Context: an optimization exercise on an open-source flow, tuned for small area and a short achievable clock period. The choices shown serve that exercise and are no tape-out recipe. RTL that was checked went through simulation tests only; none was proved equivalent to the original.

// srpt_grant_top
module srpt_grant_top (
   input  wire logic        ap_clk,
   input  wire logic        ap_rst,
   input  wire logic        hdr_valid_i,
   input  wire logic [79:0] hdr_i,
   output logic             hdr_read_o,
   input  wire logic        grant_full_i,
   output logic             grant_write_o,
   output logic      [40:0] grant_o
);
==> flow/config.mk <==
export PLATFORM = sky130hd
export DESIGN_NAME = srpt_grant_top
export DESIGN_NICKNAME = srpt_grant_top
export VERILOG_FILES = /design/flow/design.v
export SDC_FILE = /design/flow/constraint.sdc
export NUM_CORES = 4
export LEC_CHECK = 0
export CAP_MARGIN = 50
export CORE_MARGIN = 2
export CORE_UTILIZATION = 30
export PLACE_DENSITY = 0.45
export SETUP_SLACK_MARGIN = 3.4
export SLEW_MARGIN = 70
==> flow/constraint.sdc <==
create_clock -name core_clock -period 9.0 [get_ports {ap_clk}]
set_input_delay 1.8000 -clock core_clock [delete_from_list [all_inputs] [get_ports {ap_clk}]]
set_output_delay 1.8000 -clock core_clock [all_outputs]
set_load 0.01 [all_outputs]
run.sh (not shown) runs the stock make flow with config.mk's settings and CLKGATE_MAP_FILE= SYNTH_SCRIPT=/design/flow/synth_recipe.tcl, a recipe that flattens the netlist after the stock synthesis.
The first run produced a clean layout.
Edit:
Settings changed: SETUP_SLACK_MARGIN 3.4 to 4.0.
- die area stays the same
- register-to-register slack improves by 0.39 ns
- sequential cell count stays the same
- global-route usage is about the same
- clock-buffer cell count shrinks by 16
- wire length grows by 2.7%
Edit:
Settings changed: SETUP_SLACK_MARGIN 4.0 to 2.9.
Effect: The changed run completed with no timing, DRC or antenna violations. Final cell count fell by 3.3%. Global-route usage barely changes. Die area does not change. Count of clock-buffer cells in the layout climbs by 16. Worst setup slack loses 0.80 ns. Via count falls by about 3.5%.
Edit:
Settings changed: SETUP_SLACK_MARGIN 2.9 to default.
Cell count barely changes.
Via count shrinks by 0.33%.
Synthesized area stays the same.
Global-route usage is about the same.
Worst setup slack degrades by 0.30 ns.

========
run 1:
srpt_grant_top, a different RTL version from the one above (not shown whole).
For scale: roughly 13000 cells after synthesis, roughly 1500 flip-flops, roughly 130 I/O pins.
## srpt_grant_top
module srpt_grant_top (
   input  wire logic        ap_clk,
   input  wire logic        ap_rst,
   input  wire logic        hdr_valid_i,
   input  wire logic [79:0] hdr_i,
   output logic             hdr_read_o,
   input  wire logic        grant_full_i,
   output logic             grant_write_o,
   output logic      [40:0] grant_o
);
   logic            push;
   logic [4*41-1:0] push_entries;
   logic [4*41-1:0] q0s;
   logic [4*3-1:0]  head_prios;
   logic [3:0]      top_below;
   grant_ctrl u_grant_ctrl (
      .ap_clk         (ap_clk),
      .ap_rst         (ap_rst),
      .hdr_valid_i    (hdr_valid_i),
      .hdr_i          (hdr_i),
      .hdr_read_o     (hdr_read_o),
      .grant_full_i   (grant_full_i),
      .grant_write_o  (grant_write_o),
      .grant_o        (grant_o),
      .q0s_i          (q0s),
      .head_prios_i   (head_prios),
      .push_o         (push),
      .push_entries_o (push_entries),
      .top_below_o    (top_below)
   );
   for (genvar s = 0; s < 4; s++) begin : g_queue
      srpt_queue u_srpt_queue (
         .ap_clk       (ap_clk),
         .ap_rst       (ap_rst),
         .push_i       (push),
         .push_entry_i (push_entries[s*41 +: 41]),
         .top_below_i  (top_below[s]),
         .q0_o         (q0s[s*41 +: 41]),
         .head_prio_o  (head_prios[s*3 +: 3])
      );
   end
endmodule
export LEC_CHECK = 0
export CAP_MARGIN = 20
export CORE_MARGIN = 2
export CORE_UTILIZATION = 30
export PLACE_DENSITY = 0.45
export SLEW_MARGIN = 20
create_clock -name core_clock -period 9.0 [get_ports {ap_clk}]
Run 1 finished every stage; the final checks, however, were not passed, the failures being max-slew violations.
> inputs changed (run 1 -> run 2)
Settings: CAP_MARGIN now 50, was 20; SLEW_MARGIN now 70, was 20.
Findings:
Slowest cell on the critical path = nor2_1: run 1; slowest cell on the critical path = or4_1: run 2
Sequential share of layout area in run 2 is 1.5 points lower than in run 1
Total I/O pin count: run 2 vs run 1, no meaningful difference
Run 2 finished end to end and its layout was clean on timing, DRC and antenna.
[flow] run 1 | stages: complete | final checks: fail | reason: max-slew violations
Total non-filler cell area in the finished layout: run 2 > run 1
No run of this note included a check of the RTL's function; only the layout flow was run.

port drivers added, routing unchanged:
How much do the figures lean on ideal ports? The routed layouts below were timed once more, with nothing changed but the port constraints. Step 1 (the two cells are an assumption about what drives the block):
set clk [get_ports {ap_clk}]
set_driving_cell -lib_cell sky130_fd_sc_hd__clkbuf_16 $clk
set_driving_cell -lib_cell sky130_fd_sc_hd__buf_2 [delete_from_list [all_inputs] $clk]
Step 2, shift: input delay + t, output delay - t, t = (earliest + latest rising clock arrival at the registers) / 2. This alone moves slack from input paths to output paths. Slacks: ideal ports / drivers / drivers and shift; pairs: ideal ports / drivers.
run	t, ns	setup WS [ns]	latest minus earliest clock arrival (ns)
the first run of note 1	0.991	3.434 / 3.434 / 3.434	0.066 / 0.067
the second run of note 1	0.981	3.827 / 3.827 / 3.827	0.096 / 0.096
the third run of note 1	0.987	3.025 / 3.025 / 3.025	0.068 / 0.067
the fourth run of note 1	0.990	2.727 / 2.727 / 2.727	0.065 / 0.065
run 1	0.972	1.405 / 1.405 / 1.405	0.096 / 0.096
run 2	0.976	2.628 / 2.628 / 2.628	0.114 / 0.114
